Background: an optimization exercise with open tools, aiming at small area, a short achievable clock period and few clock cycles. Do not read the settings as production practice.
The RTL was checked by simulation tests, not by an equivalence proof against the original design.

## v59
Design md_unit, start of the top module:
module md_unit
#(
    parameter int MULT_CYCLES = 5,
    parameter int DIV_CYCLES  = 10
) (
    input  logic        clk,
    input  logic        reset,
    input  logic        start,
    input  logic        cancel,
    input  logic [2:0]  op,
    input  logic [31:0] a,
    input  logic [31:0] b,
    output logic        busy,
    output logic [31:0] hi,
    output logic [31:0] lo
);
==> flow/config.mk <==
export PLATFORM = sky130hd
export DESIGN_NAME = md_unit
export DESIGN_NICKNAME = md_unit
export VERILOG_FILES = /design/flow/design.v
export SDC_FILE = /design/flow/constraint.sdc
export NUM_CORES = 4
export LEC_CHECK = 0
export ABC_AREA = 1
export CAP_MARGIN = 10
export CORE_MARGIN = 2
export CORE_UTILIZATION = 40
export SLEW_MARGIN = 10
==> flow/constraint.sdc <==
create_clock -name core_clock -period 100.0 [get_ports {clk}]
set_input_delay 20.0000 -clock core_clock [delete_from_list [all_inputs] [get_ports {clk}]]
set_output_delay 20.0000 -clock core_clock [all_outputs]
set_load 0.01 [all_outputs]
standard.sh (not shown) runs the stock make flow with config.mk's settings and CLKGATE_MAP_FILE= SYNTH_SCRIPT=/design/flow/synth_recipe.tcl, a recipe that flattens the netlist after the stock synthesis.
==> flow/flow/run.sh <==
#!/bin/bash
# The standard layout, with the resizer's repair_timing asked for a large setup margin so
# that it shortens the register-to-register paths well below the clock period.
set -euo pipefail
bash standard.sh SETUP_SLACK_MARGIN=78.5 finish > standard_flow.log 2>&1
Testbench counts of v59, summed over its fixed seeds: cycles 69,983.
For v41, these inputs were changed with respect to v59:
- swapping 10 for 20 in CAP_MARGIN
- swapping 10 for 20 in SLEW_MARGIN
==> flow/flow/run.sh <==
#!/bin/bash
# The standard layout, with the resizer's repair_timing asked for a large setup margin so
# that it shortens the register-to-register paths well below the clock period, and the
# port buffers that placement inserts made plain buffers rather than delay cells.
set -euo pipefail
bash standard.sh SETUP_SLACK_MARGIN=78.5 "BUFFER_PORTS_ARGS=-buffer_cell sky130_fd_sc_hd__buf_8" finish > standard_flow.log 2>&1
[summary]
- First-pass GRT wire length came out higher on v41 than on v59.
- The setup slack of the critical path after layout of v41 is higher than that of v59.
- Looking at utilization after layout, v41 sits 0.55 points higher than v59 does.
- Status: clock-cell share of area parity (v59, v41)
- Cmp v59 and v41 / global-route usage / lower: v59
## Diff of input files: v13 against v41
--- a/flow/flow/run.sh
+++ b/flow/flow/run.sh
@@ -5,2 +5,2 @@
 set -euo pipefail
-bash standard.sh SETUP_SLACK_MARGIN=78.5 "BUFFER_PORTS_ARGS=-buffer_cell sky130_fd_sc_hd__buf_8" finish > standard_flow.log 2>&1
+bash standard.sh SETUP_SLACK_MARGIN=78.5 "BUFFER_PORTS_ARGS=-buffer_cell sky130_fd_sc_hd__buf_4" finish > standard_flow.log 2>&1
- v41: full flow OK, the timing, design-rule and antenna checks passed
- v13: flow completed, timing, DRC and antenna clean
- Count of multi-input combinational gates: v41 vs v13 — no meaningful difference
- For the number of filler cells placed in the layout, v13 came in 140 higher than v41 did.
- Re met3 track demand over resource in global routing: v13 is 0.72 points up on v41.
> inputs changed (v13 -> v43)
--- a/flow/flow/run.sh
+++ b/flow/flow/run.sh
@@ -5,2 +5,2 @@
 set -euo pipefail
-bash standard.sh SETUP_SLACK_MARGIN=78.5 "BUFFER_PORTS_ARGS=-buffer_cell sky130_fd_sc_hd__buf_4" finish > standard_flow.log 2>&1
+bash standard.sh SETUP_SLACK_MARGIN=78.5 "BUFFER_PORTS_ARGS=-buffer_cell sky130_fd_sc_hd__buf_2" finish > standard_flow.log 2>&1
### Flow results
- Row number of non-clock buffers in the layout: v43 lower / v13 higher
- In the tables for v43 and v13, total stage count of the critical path reads lower with v43.
- Compare v43 and v13 | worst stage delay on the critical path lower: v13
- Delta(utilization, v43 - v13) < 0


## MS
Starting RTL as in the previous note.
export LEC_CHECK = 0
export ABC_AREA = 1
export CAP_MARGIN = 20
export CORE_MARGIN = 2
export CORE_UTILIZATION = 40
export SLEW_MARGIN = 20
create_clock -name core_clock -period 100.0 [get_ports {clk}]
==> flow/flow/run.sh <==
#!/bin/bash
# The standard layout, with the resizer's repair_timing asked for a large setup margin so
# that it shortens the register-to-register paths well below the clock period.
set -euo pipefail
bash standard.sh SETUP_SLACK_MARGIN=78.5 finish > standard_flow.log 2>&1
MS completed; timing, DRC and antenna clean
Testbench counts of MS, summed over its fixed seeds: cycles 69,983.
> inputs changed (MS -> JK)
==> flow/flow/run.sh <==
#!/bin/bash
# The standard layout, with the resizer's repair_timing asked for a large setup margin so
# that it shortens the register-to-register paths well below the clock period, and the
# port buffers that placement inserts made plain buffers rather than delay cells.
set -euo pipefail
bash standard.sh SETUP_SLACK_MARGIN=79 "BUFFER_PORTS_ARGS=-buffer_cell sky130_fd_sc_hd__buf_4" finish > standard_flow.log 2>&1
[summary]
- Cell count sits higher in JK than in MS.
- In the flow results for JK and MS, the sequential standard cell area is smaller on MS.
- JK ends up with lower multi-input logic portion of the cell area than MS does.
- On number of cells after detailed placement, JK and MS are neck and neck.
- MS → JK: share of the core filled with cells increased by 0.96 points relative to the old numbers, via count increased by about 2% relative to the old numbers, final period demand of the worst path decreased by 480 ps relative to the old numbers, overall routed net length increased by 5.5% relative to the old numbers, total placed instance area decreased by 1.0% relative to the old numbers.
- Cmp JK and MS / total global-route track usage / lower: MS


The RTL this note starts from:
==> flow/design.v <==
package mips_defs;
    typedef enum logic [2:0] {
        MD_NONE  = 3'd0,
        MD_MULT  = 3'd1,
        MD_MULTU = 3'd2,
        MD_DIV   = 3'd3,
        MD_DIVU  = 3'd4,
        MD_MTHI  = 3'd5,
        MD_MTLO  = 3'd6
    } md_op_e;
    typedef enum logic {
        MD_IDLE = 1'b0,
        MD_RUN  = 1'b1
    } md_state_e;
endpackage
module md_clz32 (
    input  logic [31:0] x,
    output logic [5:0]  n
);
    logic [7:0]  z4;             
    logic [1:0]  c4 [8];
    logic [3:0]  z8;
    logic [2:0]  c8 [4];
    logic [1:0]  z16;
    logic [3:0]  c16 [2];
    logic [4:0]  c32;
    for (genvar j = 0; j < 8; j++) begin : g_nib
        logic [3:0] v;
        assign v     = x[4*j +: 4];
        assign z4[j] = ~|v;
        assign c4[j] = v[3] ? 2'd0 : v[2] ? 2'd1 : v[1] ? 2'd2 : 2'd3;
    end
    for (genvar j = 0; j < 4; j++) begin : g_byte
        assign z8[j] = z4[2*j+1] & z4[2*j];
        assign c8[j] = z4[2*j+1] ? {1'b1, c4[2*j]} : {1'b0, c4[2*j+1]};
    end
    for (genvar j = 0; j < 2; j++) begin : g_half
        assign z16[j] = z8[2*j+1] & z8[2*j];
        assign c16[j] = z8[2*j+1] ? {1'b1, c8[2*j]} : {1'b0, c8[2*j+1]};
    end
    assign c32 = z16[1] ? {1'b1, c16[0]} : {1'b0, c16[1]};
    assign n   = (z16[1] & z16[0]) ? 6'd32 : {1'b0, c32};
endmodule
module md_div4 (
    input  logic [31:0] r_in,
    input  logic [31:0] q_in,
    input  logic [31:0] dx,
    input  logic        cin,
    output logic [31:0] r_out,
    output logic [31:0] q_out
);
    always_comb begin
        logic [31:0] r, q;
        logic [33:0] t;
        r = r_in;
        q = q_in;
        for (int i = 0; i < 4; i++) begin
            t = {r, q[31], 1'b1} + {1'b1, dx, cin};
            if (!t[33]) r = t[32:1];
            else        r = {r[30:0], q[31]};
            q = {q[30:0], !t[33]};
        end
        r_out = r;
        q_out = q;
    end
endmodule
module md_mac8 (
    input  logic [32:0] x,
    input  logic [8:0]  y,
    input  logic [63:0] acc,
    output logic [63:0] o
);
    function automatic logic [83:0] csa(input logic [41:0] p, input logic [41:0] q, input logic [41:0] r);
        logic [41:0] s, c;
        s   = p ^ q ^ r;
        c   = (p & q) | (p & r) | (q & r);
        csa = {c[40:0], 1'b0, s};
    endfunction
    logic [41:0] rw [6];
    logic [83:0] t0, t1, t2, t3;
    logic [41:0] sm;
    logic [22:0] top, topx, topy;
    logic        inc, dec;
    always_comb begin
        logic [41:0] negs;
        negs = '0;
        for (int i = 0; i < 4; i++) begin
            logic yl, ym, yh, one, two;
            logic [33:0] m, pp;
            yl = y[2*i]; ym = y[2*i+1]; yh = y[2*i+2];
            one = ym ^ yl;
            two = (yh & ~ym & ~yl) | (~yh & ym & yl);
            m  = one ? {x[32], x} : (two ? {x, 1'b0} : 34'd0);
            pp = yh ? ~m : m;
            rw[i+1] = 42'({~pp[33], pp[32:0]}) << (2*i);
            negs[2*i] = yh;
        end
        rw[0] = {1'b0, acc[32:0], 8'd0} | negs;
        rw[5] = 42'd0 - (42'd1 << 33) - (42'd1 << 35) - (42'd1 << 37) - (42'd1 << 39);
    end
    assign t0 = csa(rw[0], rw[1], rw[2]);
    assign t1 = csa(rw[3], rw[4], rw[5]);
    assign t2 = csa(t0[41:0], t0[83:42], t1[41:0]);
    assign t3 = csa(t2[41:0], t2[83:42], t1[83:42]);
    assign sm = t3[41:0] + t3[83:42];
    assign inc  = sm[41] & ~sm[40];
    assign dec  = sm[41] & sm[40];
    assign top  = acc[55:33];
    assign topx = top ^ {23{dec}};
    assign topy = topx + 23'(inc | dec);
    assign o    = {topy ^ {23{dec}}, sm[40:0]};
endmodule
module md_unit
#(
    parameter int MULT_CYCLES = 5,
    parameter int DIV_CYCLES  = 10
) (
    input  logic        clk,
    input  logic        reset,
    input  logic        start,
    input  logic        cancel,
    input  logic [2:0]  op,
    input  logic [31:0] a,
    input  logic [31:0] b,
    output logic        busy,
    output logic [31:0] hi,
    output logic [31:0] lo
);
    logic [31:0] ra;             
    logic [31:0] rb;             
    logic        first;          
    logic        fix;            
    logic        isdiv;
    logic        sg;             
    logic        an;             
    logic [2:0]  cnt;            
    logic accept, mul_op, div_op, sg_op;
    assign accept = start && !cancel && !busy;
    assign mul_op = (op == 3'd1) || (op == 3'd2);
    assign div_op = (op == 3'd3) || (op == 3'd4);
    assign sg_op  = (op == 3'd1) || (op == 3'd3);
    function automatic logic [2:0] nchunks(input logic [31:0] x, input logic s);
        logic f1, f2, f3;
        f1 = !(|x[31:7])  | (s & (&x[31:7]));
        f2 = !(|x[31:15]) | (s & (&x[31:15]));
        f3 = !(|x[31:23]) | (s & (&x[31:23]));
        if (f1)                nchunks = 3'd1;
        else if (f2)           nchunks = 3'd2;
        else if (f3)           nchunks = 3'd3;
        else if (s | !x[31])   nchunks = 3'd4;
        else                   nchunks = 3'd5;
    endfunction
    logic [2:0] na, nb;          
    logic [5:0] lza, lzb;        
    assign na = nchunks(ra, sg);
    assign nb = nchunks(rb, sg);
    logic [5:0] lsa, lsb;
    md_clz32 u_lza (.x(rb ^ {32{rb[31]}}), .n(lsa));
    md_clz32 u_lzb (.x(ra ^ {32{ra[31]}}), .n(lsb));
    assign lza = (sg | !rb[31]) ? lsa : 6'd0;
    assign lzb = (sg | !ra[31]) ? lsb : 6'd0;
    logic       swap;            
    logic [2:0] nm;              
    assign swap = na < nb;
    assign nm   = swap ? na : nb;
    logic        a_neg, b_neg;
    assign a_neg = sg & rb[31];
    assign b_neg = sg & ra[31];
    logic signed [7:0] need;         
    logic       dquick;              
    logic [3:0] dnib;                
    assign need   = 8'(lzb) - 8'(lza) + 8'(a_neg) + 8'd1;
    assign dquick = need <= 8'sd0;
    assign dnib   = (need > 8'sd28) ? 4'd8 : 4'((need + 8'sd3) >>> 2);
    logic [31:0] a_mag;
    assign a_mag = a_neg ? -rb : rb;
    logic [31:0] sh_in;
    logic [2:0]  sh;
    logic [63:0] sh_out;
    assign sh_in  = a_mag;
    assign sh     = 3'(4'd8 - dnib);
    assign sh_out = {32'd0, sh_in} << {sh, 2'b00};
    logic [31:0] xm;             
    logic [31:0] ym;             
    logic [2:0]  mj;             
    logic [39:0] ye;
    logic [8:0]  ych;            
    logic [63:0] acc_in, acc_out;
    assign xm     = (first & swap) ? rb : ra;
    assign ym     = (first & swap) ? ra : rb;
    assign mj     = first ? 3'(nm - 3'd1) : cnt;
    assign ye     = {{8{sg & ym[31]}}, ym};
    always_comb begin
        case (mj)
            3'd0:    ych = {ye[7:0], 1'b0};
            3'd1:    ych = ye[15:7];
            3'd2:    ych = ye[23:15];
            3'd3:    ych = ye[31:23];
            default: ych = ye[39:31];
        endcase
    end
    assign acc_in = first ? 64'd0 : {hi, lo};
    md_mac8 u_mac (.x({sg & xm[31], xm}), .y(ych), .acc(acc_in), .o(acc_out));
    logic [31:0] dr_in, dq_in, dr_out, dq_out;
    assign dr_in = first ? sh_out[63:32] : hi;
    assign dq_in = first ? sh_out[31:0]  : lo;
    md_div4 u_div (.r_in(dr_in), .q_in(dq_in), .dx(b_neg ? ra : ~ra), .cin(!b_neg),
                   .r_out(dr_out), .q_out(dq_out));
    logic        dfix;           
    logic        dlast;          
    assign dfix  = (first ? a_neg : an) | b_neg;
    assign dlast = first ? (dnib == 4'd1) : (cnt == 3'd0);
    logic [31:0] hi_neg, lo_neg;
    assign hi_neg = an ? -hi : hi;
    assign lo_neg = (an ^ b_neg) ? -lo : lo;
    always_ff @(posedge clk) begin
        if (reset) begin
            busy <= 1'b0;
            hi   <= '0;
            lo   <= '0;
        end else if (!busy) begin
            if (accept) begin
                if (op == 3'd5) hi <= a;
                if (op == 3'd6) lo <= a;
                if (mul_op || (div_op && b != 32'd0)) busy <= 1'b1;
            end
        end else if (!isdiv) begin
            {hi, lo} <= acc_out;
            if (mj == 3'd0) busy <= 1'b0;
        end else if (fix) begin
            hi   <= hi_neg;
            lo   <= lo_neg;
            busy <= 1'b0;
        end else if (first && dquick) begin
            hi   <= rb;
            lo   <= '0;
            busy <= 1'b0;
        end else begin
            hi <= dr_out;
            lo <= dq_out;
            if (dlast && !dfix) busy <= 1'b0;
        end
    end
    always_ff @(posedge clk) begin
        if (!busy) begin
            ra    <= b;
            rb    <= a;
            first <= 1'b1;
            fix   <= 1'b0;
            isdiv <= div_op;
            sg    <= sg_op;
        end else begin
            first <= 1'b0;
            if (!isdiv) begin
                ra  <= xm;
                rb  <= ym;
                cnt <= mj - 3'd1;
            end else begin
                if (first) begin
                    an  <= a_neg;
                    cnt <= 3'(dnib - 4'd2);
                end else begin
                    cnt <= cnt - 3'd1;
                end
                if (dlast) fix <= 1'b1;
            end
        end
    end
endmodule
clock: 100.0 ns
lec_check: 0
abc_area: 1
cap_margin: 20
core_margin: 2
core_utilization: 40
slew_margin: 20
==> flow/flow/run.sh <==
#!/bin/bash
# The standard layout, with the resizer's repair_timing asked for a large setup margin so
# that it shortens the register-to-register paths well below the clock period.
set -euo pipefail
bash standard.sh SETUP_SLACK_MARGIN=79 finish > standard_flow.log 2>&1
The baseline finished clean.
Testbench counts at the start, summed over its fixed seeds: cycles 69,983.
==> next run, changes <==
--- a/flow/flow/run.sh
+++ b/flow/flow/run.sh
@@ -4,2 +4,2 @@
 set -euo pipefail
-bash standard.sh SETUP_SLACK_MARGIN=79 finish > standard_flow.log 2>&1
+bash standard.sh SETUP_SLACK_MARGIN=79.5 finish > standard_flow.log 2>&1
What happened: The changed run completed with no timing, DRC or antenna violations; wire length goes up by 0.66%; via count is lower by 1.2%; cell count hardly moves; fmax stays flat; setup slack improved by 33 ps.

[port drivers added, routing unchanged]
No port has a modelled driver above. Below, the same layouts with a new extraction and two added sets of constraints. Step 1 (the two cells are an assumption about what drives the block):
set clk [get_ports {clk}]
set_driving_cell -lib_cell sky130_fd_sc_hd__clkbuf_16 $clk
set_driving_cell -lib_cell sky130_fd_sc_hd__buf_2 [delete_from_list [all_inputs] $clk]
Step 2 moves the port delays by t, midway between the first and last clock arrival at a register: inputs arrive t later, outputs are due t later. That takes back most of the time a late clock gives input paths. a / b / c = ideal / step 1 / step 2; a / b = the first two.
run | t (ns) | setup WS [ns] | worst setup path at the end | latest minus earliest clock arrival (ns) | worst data-port slew with drivers (ns)
v59 | 0.573 | 78.508 / 78.438 / 78.053 | input to register | 0.015 / 0.015 | 0.06
v41 | 0.563 | 78.707 / 78.659 / 78.178 | input to register | 0.016 / 0.016 | 0.07
v13 | 0.554 | 78.677 / 78.657 / 78.165 | input to register | 0.022 / 0.022 | 0.04
v43 | 0.558 | 78.724 / 78.660 / 78.248 | input to register | 0.025 / 0.025 | 0.05
MS | 0.569 | 78.504 / 78.434 / 78.061 | input to register | 0.017 / 0.018 | 0.06
JK | 0.562 | 78.980 / 78.912 / 78.516 | input to register | 0.030 / 0.030 | 0.06
the first run of note 3 | 0.532 | 78.957 / 78.896 / 78.454 | input to register | 0.027 / 0.027 | 0.05
the second run of note 3 | 0.533 | 78.990 / 78.977 / 78.476 | input to register | 0.020 / 0.020 | 0.06
After both steps setup and hold are still met in every run listed. For v41, which loses most, drivers alone change the setup slack by -0.048 ns; drivers and shift together by -0.529 ns.
